Background: an optimization exercise with open tools, aiming at small area, a short achievable clock period and few clock cycles per item. Do not read the settings as production practice. RTL that was checked went through simulation tests only; none was proved equivalent to the original. The clock port is modelled as an ideal driver; clocking choices that lean on that would not hold on a real chip.

Setup of rev 12:
// qr_cordic_top
module qr_cordic_top #(
   parameter int data_w = 13
) (
   input  logic                clk,
   input  logic                rst_n,
   input  logic                valid,
   input  logic [4*data_w-1:0] in,
   output logic                out_valid,
   output logic [4*data_w-1:0] out
);
Size: ~4300 cells after synthesis, roughly 920 flip-flops, ~110 I/O pins.
==> flow/config.mk <==
export PLATFORM = sky130hd
export DESIGN_NAME = qr_cordic_top
export DESIGN_NICKNAME = qr_cordic_top
export VERILOG_FILES = /design/flow/design.v
export SDC_FILE = /design/flow/constraint.sdc
export NUM_CORES = 4
export LEC_CHECK = 0
export CAP_MARGIN = 30
export CORE_MARGIN = 2
export CORE_UTILIZATION = 30
export CTS_CLUSTER_DIAMETER = 100
export CTS_CLUSTER_SIZE = 24
export SLEW_MARGIN = 30
==> flow/constraint.sdc <==
create_clock -name core_clock -period 12.5 [get_ports {clk}]
set_input_delay 2.5000 -clock core_clock [delete_from_list [all_inputs] [get_ports {clk}]]
set_output_delay 2.5000 -clock core_clock [all_outputs]
set_load 0.01 [all_outputs]
standard.sh (not shown) runs the stock make flow with config.mk's settings and CLKGATE_MAP_FILE= SYNTH_SCRIPT=/design/flow/synth_recipe.tcl, a recipe that flattens the netlist after the stock synthesis.
==> flow/flow/run.sh <==
#!/bin/bash
# Standard layout (the standard.sh, standard synthesis unchanged) with two
# changes to how it is made: timing repair is asked to leave a setup margin,
# so that the layout is pushed below the design's clock period, and the
# buffer on every input and output port is a plain buffer rather than the
# delay cell the resizer picks by default. Each step's output goes to its own
# log file here.
set -euo pipefail
ARGS=("SETUP_SLACK_MARGIN=8.6" "BUFFER_PORTS_ARGS=-buffer_cell sky130_fd_sc_hd__buf_4")
for step in synth floorplan place cts finish; do
  bash standard.sh "${ARGS[@]}" $step > log_$step.txt 2>&1
done
Testbench counts of rev 12, summed over its fixed seeds: cycles 9,216, matrices 96.
[inputs] rev 13 vs rev 12
diff --git a/flow/design.v b/flow/design.v
--- a/flow/design.v
+++ b/flow/design.v
@@ -212,24 +212,25 @@
    logic signed [data_w-1:0] odd_q;
    always_comb begin
       for (int c = 0; c < num_cols; c++) begin
          even_c[c] = mat_q[{rd_even, 1'b0, c[1:0]}];
          odd_c[c]  = mat_q[{rd_odd, 1'b1, c[1:0]}];
       end
    end
    assign even_q = even_c[rd_col];
    assign odd_q  = odd_c[rd_col];
    logic [2:0] rd_row_hi;
    assign rd_row_hi = rd_row - 3'd1;
    assign op_x   = (rq_en_q && rq_row_q == rd_row_hi && rq_col_q == rd_col) ? rq_y_q
+                 : (load_wr && load_row == rd_row_hi && rd_col == 2'd0) ? in[data_w-1:0]
                  : rd_row[0] ? even_q : odd_q;
    assign op_y   = (wr_en && wr_row_hi == rd_row && wr_col == rd_col) ? res_x
                  : rd_row[0] ? odd_q : even_q;
    always_ff @(posedge clk or negedge rst_n) begin
       if (!rst_n) begin
          out_q <= '0;
       end else begin
          for (int c = 0; c < num_cols; c++) begin
             out_q[c*data_w +: data_w] <= !out_load ? '0
                                        : out_row[0] ? odd_c[c] : even_c[c];
          end
          if (out_load && wr_en && wr_col == 2'd3 && wr_row == out_row) begin
@@ -283,26 +284,26 @@
    logic       early_q;      
    logic       late_q;       
    logic       abort_q;
    logic       round_ok;
    logic       issue;
    logic       last_issue;
    logic       load_en;
    assign load_en  = valid && loading_q;
    assign load_wr  = loading_q;
    assign load_row = 3'(4'd7 - beats_q);
    assign round_ok   = (beats_q == 4'd8)
                     || (!late_q && ((beats_q > round_q)
-                                    || (round_q == 4'd1 && beats_q == 4'd1 && load_en)));
-   assign issue      = calc_q && (phase_q != '0 || round_ok);
+                                    || (round_q == 4'd1 && beats_q <= 4'd1 && load_en)));
+   assign issue      = (calc_q || load_en) && (phase_q != '0 || round_ok);
    assign last_issue = issue && (round_q == last_round) && (phase_q == last_phase);
    always_ff @(posedge clk or negedge rst_n) begin
       if (!rst_n) begin
          loading_q   <= 1'b1;
          beats_q     <= '0;
          calc_q      <= 1'b0;
          round_q     <= 4'd1;
          phase_q     <= '0;
          tail_q      <= 1'b0;
          tail_cnt_q  <= '0;
          out_valid_q <= 1'b0;
          early_q     <= 1'b0;
==> notes.md <==
Rev 12 vs rev 13, main combinational cell family by area after synthesis: adder cells vs simple AND/OR/NAND/NOR gates. Rev 12 → rev 13: synthesized area comparable. On post-synthesis sequential area ratio, rev 12 tracks rev 13 almost exactly. Changes observed in rev 13 relative to rev 12: clock-buffer cell count moved down; fraction of area in multi-input gates roughly the same. Rev 13 and rev 12 ended up with nearly the same utilization after layout. [compare] base=rev 12 new=rev 13: vias per cell has increased.
Testbench counts of rev 13, summed over its fixed seeds: cycles 9,120, matrices 96.

qr_cordic_top with an RTL version that a note above also has.
Size in the first run: about 4,300 cells after synthesis, ~920 flip-flops, about 110 I/O pins, about 0.048 sq mm of cells after synthesis.
==> module givens_cordic, before the edit <==
module givens_cordic #(
   parameter int data_w = 13
) (
   input  logic                     clk,
   input  logic                     rst_n,
   input  logic                     flush,
   input  logic signed [data_w-1:0] op_x,
   input  logic signed [data_w-1:0] op_y,
   input  logic                     start,
   input  logic                     mode,      
   input  logic [1:0]               pass,
   input  logic [1:0]               nxt_pass,
   input  logic [2:0]               row,       
   input  logic [1:0]               col,
   output logic                     done,
   output logic [2:0]               wr_row,
   output logic [1:0]               wr_col,
   output logic signed [data_w-1:0] res_x,
   output logic signed [data_w-1:0] res_y
);
   localparam int num_iter  = 8;
   localparam int ext_w     = data_w + 2;
   localparam int num_pass  = 3;
   localparam logic mode_vector = 1'b0;
   logic                    v_q    [1:num_iter];
   logic                    m_q    [1:num_iter];
   logic [1:0]              p_q    [1:num_iter];
   logic [2:0]              r_q    [1:num_iter];
   logic [1:0]              c_q    [1:num_iter];
   logic signed [ext_w-1:0] x_q    [1:num_iter];
   logic signed [ext_w-1:0] y_q    [1:num_iter];
   logic signed [data_w-1:0] x0_q;
   logic signed [data_w-1:0] y0_q;
   always_ff @(posedge clk) begin
      x0_q <= op_x;
      y0_q <= op_y;
   end
   logic [num_iter-1:0]     dir_q  [num_pass];
   logic                    d_q     [0:num_iter-1];
   logic                    d_nxt   [0:num_iter-1];
   logic                    rot_d_s [0:num_iter-1];
   logic                    v_s    [0:num_iter];
   logic                    m_s    [0:num_iter];
   logic [1:0]              p_s    [0:num_iter];
   logic [2:0]              r_s    [0:num_iter];
   logic [1:0]              c_s    [0:num_iter];
   logic signed [ext_w-1:0] x_s    [0:num_iter];
   logic signed [ext_w-1:0] y_s    [0:num_iter];
   logic signed [ext_w-1:0] nx_s   [0:num_iter-1];
   logic signed [ext_w-1:0] ny_s   [0:num_iter-1];
   logic                    d_s    [0:num_iter-1];
   always_comb begin
      v_s[0]  = start;
      m_s[0]  = mode;
      p_s[0]  = pass;
      r_s[0]  = row;
      c_s[0]  = col;
      x_s[0]  = ext_w'(x0_q);
      y_s[0]  = ext_w'(y0_q);
      for (int s = 1; s <= num_iter; s++) begin
         v_s[s]  = v_q[s];
         m_s[s]  = m_q[s];
         p_s[s]  = p_q[s];
         r_s[s]  = r_q[s];
         c_s[s]  = c_q[s];
         x_s[s]  = x_q[s];
         y_s[s]  = y_q[s];
      end
      d_s[0] = (m_s[0] == mode_vector) ? (x0_q[data_w-1] == y0_q[data_w-1]) : d_q[0];
      for (int s = 1; s < num_iter; s++) begin
         d_s[s] = d_q[s];
      end
      for (int s = 0; s < num_iter; s++) begin
         if (d_s[s]) begin
            nx_s[s] = x_s[s] + (y_s[s] >>> s);
            ny_s[s] = y_s[s] - (x_s[s] >>> s);
         end else begin
            nx_s[s] = x_s[s] - (y_s[s] >>> s);
            ny_s[s] = y_s[s] + (x_s[s] >>> s);
         end
      end
   end
   always_ff @(posedge clk or negedge rst_n) begin
      if (!rst_n) begin
         for (int s = 1; s <= num_iter; s++) begin
            v_q[s] <= 1'b0;
         end
      end else begin
         for (int s = 1; s <= num_iter; s++) begin
            v_q[s] <= v_s[s-1] && !flush;
         end
      end
   end
   always_comb begin
      rot_d_s[0] = (v_s[0] && m_s[0] == mode_vector && p_s[0] == nxt_pass)
                   ? d_s[0] : dir_q[nxt_pass][0];
      d_nxt[0]   = rot_d_s[0];
      for (int s = 1; s < num_iter; s++) begin
         rot_d_s[s] = (v_s[s] && m_s[s] == mode_vector && p_s[s] == p_s[s-1])
                      ? d_q[s] : dir_q[p_s[s-1]][s];
         d_nxt[s]   = (m_s[s-1] == mode_vector)
                      ? (nx_s[s-1][ext_w-1] == ny_s[s-1][ext_w-1]) : rot_d_s[s];
      end
   end
   always_ff @(posedge clk) begin
      for (int s = 0; s < num_iter; s++) begin
         d_q[s] <= d_nxt[s];
      end
      for (int s = 1; s <= num_iter; s++) begin
         m_q[s]  <= m_s[s-1];
         p_q[s]  <= p_s[s-1];
         r_q[s]  <= r_s[s-1];
         c_q[s]  <= c_s[s-1];
         x_q[s]  <= nx_s[s-1];
         y_q[s]  <= ny_s[s-1];
      end
      for (int s = 0; s < num_iter; s++) begin
         if (v_s[s] && m_s[s] == mode_vector) begin
            dir_q[p_s[s]][s] <= d_s[s];
         end
      end
   end
   logic [data_w+8:0] ext_x;
   logic [data_w+8:0] ext_y;
   logic [data_w+8:0] prod_x;
   logic [data_w+8:0] prod_y;
   assign ext_x  = (data_w+9)'(x_s[num_iter]);
   assign ext_y  = (data_w+9)'(y_s[num_iter]);
   assign prod_x = (ext_x << 8) + (ext_x << 6) - (ext_x << 3) - ext_x;
   assign prod_y = (ext_y << 8) + (ext_y << 6) - (ext_y << 3) - ext_y;
   assign done  = v_s[num_iter];
   assign wr_row = r_s[num_iter];
   assign wr_col = c_s[num_iter];
   assign res_x  = prod_x[data_w+8:9];
   assign res_y  = prod_y[data_w+8:9];
endmodule
export LEC_CHECK = 0
export CAP_MARGIN = 30
export CORE_MARGIN = 2
export CORE_UTILIZATION = 30
export CTS_CLUSTER_DIAMETER = 100
export CTS_CLUSTER_SIZE = 24
export SLEW_MARGIN = 30
create_clock -name core_clock -period 12.5 [get_ports {clk}]
==> flow/flow/run.sh <==
#!/bin/bash
# Standard layout (the standard.sh, standard synthesis unchanged) with
# these changes to how it is made: timing repair is asked to leave a setup
# margin, so that the layout is pushed below the design's clock period; the
# buffer on every input and output port is a plain buffer rather than the
# delay cell the resizer picks by default; and after clock tree synthesis the
# registers that drive output ports get a stronger drive (flow/outreg.tcl).
# Each step's output goes to its own log file here.
set -euo pipefail
ARGS=("SETUP_SLACK_MARGIN=8.6" "BUFFER_PORTS_ARGS=-buffer_cell sky130_fd_sc_hd__buf_4")
for step in synth floorplan place cts; do
  bash standard.sh "${ARGS[@]}" $step > log_$step.txt 2>&1
done
openroad -no_init -exit flow/outreg.tcl > log_outreg.txt 2>&1
bash standard.sh "${ARGS[@]}" finish > log_finish.txt 2>&1
==> flow/flow/outreg.tcl <==
# Give the registers that drive output ports a stronger drive: each drives a
# long wire to its port buffer. Same cells, larger drive strength, placement
# legalized again.
set plat $::env(FLOW_HOME)/platforms/$::env(FLOW_PLATFORM)
set db orfs/results/$::env(FLOW_PLATFORM)/qr_cordic_top/base/4_cts.odb
read_db $db
read_liberty $plat/lib/sky130_fd_sc_hd__tt_025C_1v80.lib
set n 0
foreach inst [get_cells -quiet {matrix_store_i.out_q* qr_sequencer_i.out_valid_q*}] {
  set master [get_property [get_property $inst liberty_cell] name]
  if {$master eq "sky130_fd_sc_hd__dfrtp_1" || $master eq "sky130_fd_sc_hd__dfrtp_2"} {
    replace_cell $inst sky130_fd_sc_hd__dfrtp_4
    incr n
  }
}
puts "resized $n output registers"
detailed_placement
check_placement -verbose
write_db $db
Testbench counts at the start, summed over its fixed seeds: cycles 9,120, matrices 96.
Edit:
--- a/flow/design.v
+++ b/flow/design.v
@@ -39,7 +39,8 @@
    logic [num_iter-1:0]     dir_q  [num_pass];
    logic                    d_q     [0:num_iter-1];
    logic                    d_nxt   [0:num_iter-1];
-   logic                    rot_d_s [0:num_iter-1];
+   logic                    vec_d_s [0:num_iter-1];
+   logic                    fwd0;
    logic                    v_s    [0:num_iter];
    logic                    m_s    [0:num_iter];
    logic [1:0]              p_s    [0:num_iter];
@@ -67,7 +68,7 @@
          x_s[s]  = x_q[s];
          y_s[s]  = y_q[s];
       end
-      d_s[0] = (m_s[0] == mode_vector) ? (x0_q[data_w-1] == y0_q[data_w-1]) : d_q[0];
+      d_s[0] = (m_s[0] == mode_vector) ? vec_d_s[0] : d_q[0];
       for (int s = 1; s < num_iter; s++) begin
          d_s[s] = d_q[s];
       end
@@ -93,14 +94,14 @@
       end
    end
    always_comb begin
-      rot_d_s[0] = (v_s[0] && m_s[0] == mode_vector && p_s[0] == nxt_pass)
-                   ? d_s[0] : dir_q[nxt_pass][0];
-      d_nxt[0]   = rot_d_s[0];
+      vec_d_s[0] = (x0_q[data_w-1] == y0_q[data_w-1]);
       for (int s = 1; s < num_iter; s++) begin
-         rot_d_s[s] = (v_s[s] && m_s[s] == mode_vector && p_s[s] == p_s[s-1])
-                      ? d_q[s] : dir_q[p_s[s-1]][s];
-         d_nxt[s]   = (m_s[s-1] == mode_vector)
-                      ? (nx_s[s-1][ext_w-1] == ny_s[s-1][ext_w-1]) : rot_d_s[s];
+         vec_d_s[s] = (nx_s[s-1][ext_w-1] == ny_s[s-1][ext_w-1]);
+      end
+      fwd0     = v_s[0] && m_s[0] == mode_vector && p_s[0] == nxt_pass;
+      d_nxt[0] = fwd0 ? vec_d_s[0] : dir_q[nxt_pass][0];
+      for (int s = 1; s < num_iter; s++) begin
+         d_nxt[s] = (m_s[s-1] == mode_vector) ? vec_d_s[s] : dir_q[p_s[s-1]][s];
       end
    end
    always_ff @(posedge clk) begin
@@ -115,9 +116,12 @@
          x_q[s]  <= nx_s[s-1];
          y_q[s]  <= ny_s[s-1];
       end
-      for (int s = 0; s < num_iter; s++) begin
-         if (v_s[s] && m_s[s] == mode_vector) begin
-            dir_q[p_s[s]][s] <= d_s[s];
+      if (v_s[0] && m_s[0] == mode_vector) begin
+         dir_q[p_s[0]][0] <= vec_d_s[0];
+      end
+      for (int s = 1; s < num_iter; s++) begin
+         if (v_s[s-1] && m_s[s-1] == mode_vector) begin
+            dir_q[p_s[s-1]][s] <= vec_d_s[s];
          end
       end
    end
The changed run passed the timing, design-rule and antenna checks.
Count of clock-buffer cells in the layout rises by 1.
Final area went down slightly.
First-iteration DRC count is lower by roughly a tenth.
Synthesized area shrinks slightly.
Maximum frequency decreases slightly.
Global-route usage drops by 0.68 points.
Setup slack degrades by 0.017 ns.
Wire length drops by a few percent.
Clock skew falls by 0.010 ns.
Sequential cell count decreases by 2.
Die area falls slightly.
Critical path depth does not change.
Synthesized cell count drops by a few percent.
No functional check of the RTL was part of the second run of this note.

[port drivers added, routing unchanged]
The results above use ideal ports. As a check the final layouts listed here were re-extracted and re-timed, cells and wires unchanged. Step 1, drivers: a clkbuf_16 drives clk and a buf_2 each remaining input, both assumed. Step 2 adds t to the input delays and takes it off the output delays; t is the mean of the earliest and latest rising clock arrival at the registers after step 1. Input paths then give back, and output paths get back, about the clock's delay inside the block. a / b / c = ideal ports / drivers / drivers and shift; a / b = the first two.
run | t, ns | slack for setup (ns) | worst setup path after step 2 | worst data-port slew with drivers (ns)
rev 12 | 0.744 | 8.617 / 8.539 / 8.415 | input to register | 0.08
rev 13 | 0.732 | 8.615 / 8.541 / 8.320 | input to register | 0.08
the first run of note 2 | 0.732 | 8.630 / 8.556 / 8.331 | input to register | 0.08
the second run of note 2 | 0.720 | 8.613 / 8.539 / 8.355 | input to register | 0.11
After both steps every run listed still meets setup and hold. For the first run of note 2, which loses most, drivers alone change the setup slack by -0.074 ns; drivers and shift together by -0.299 ns.
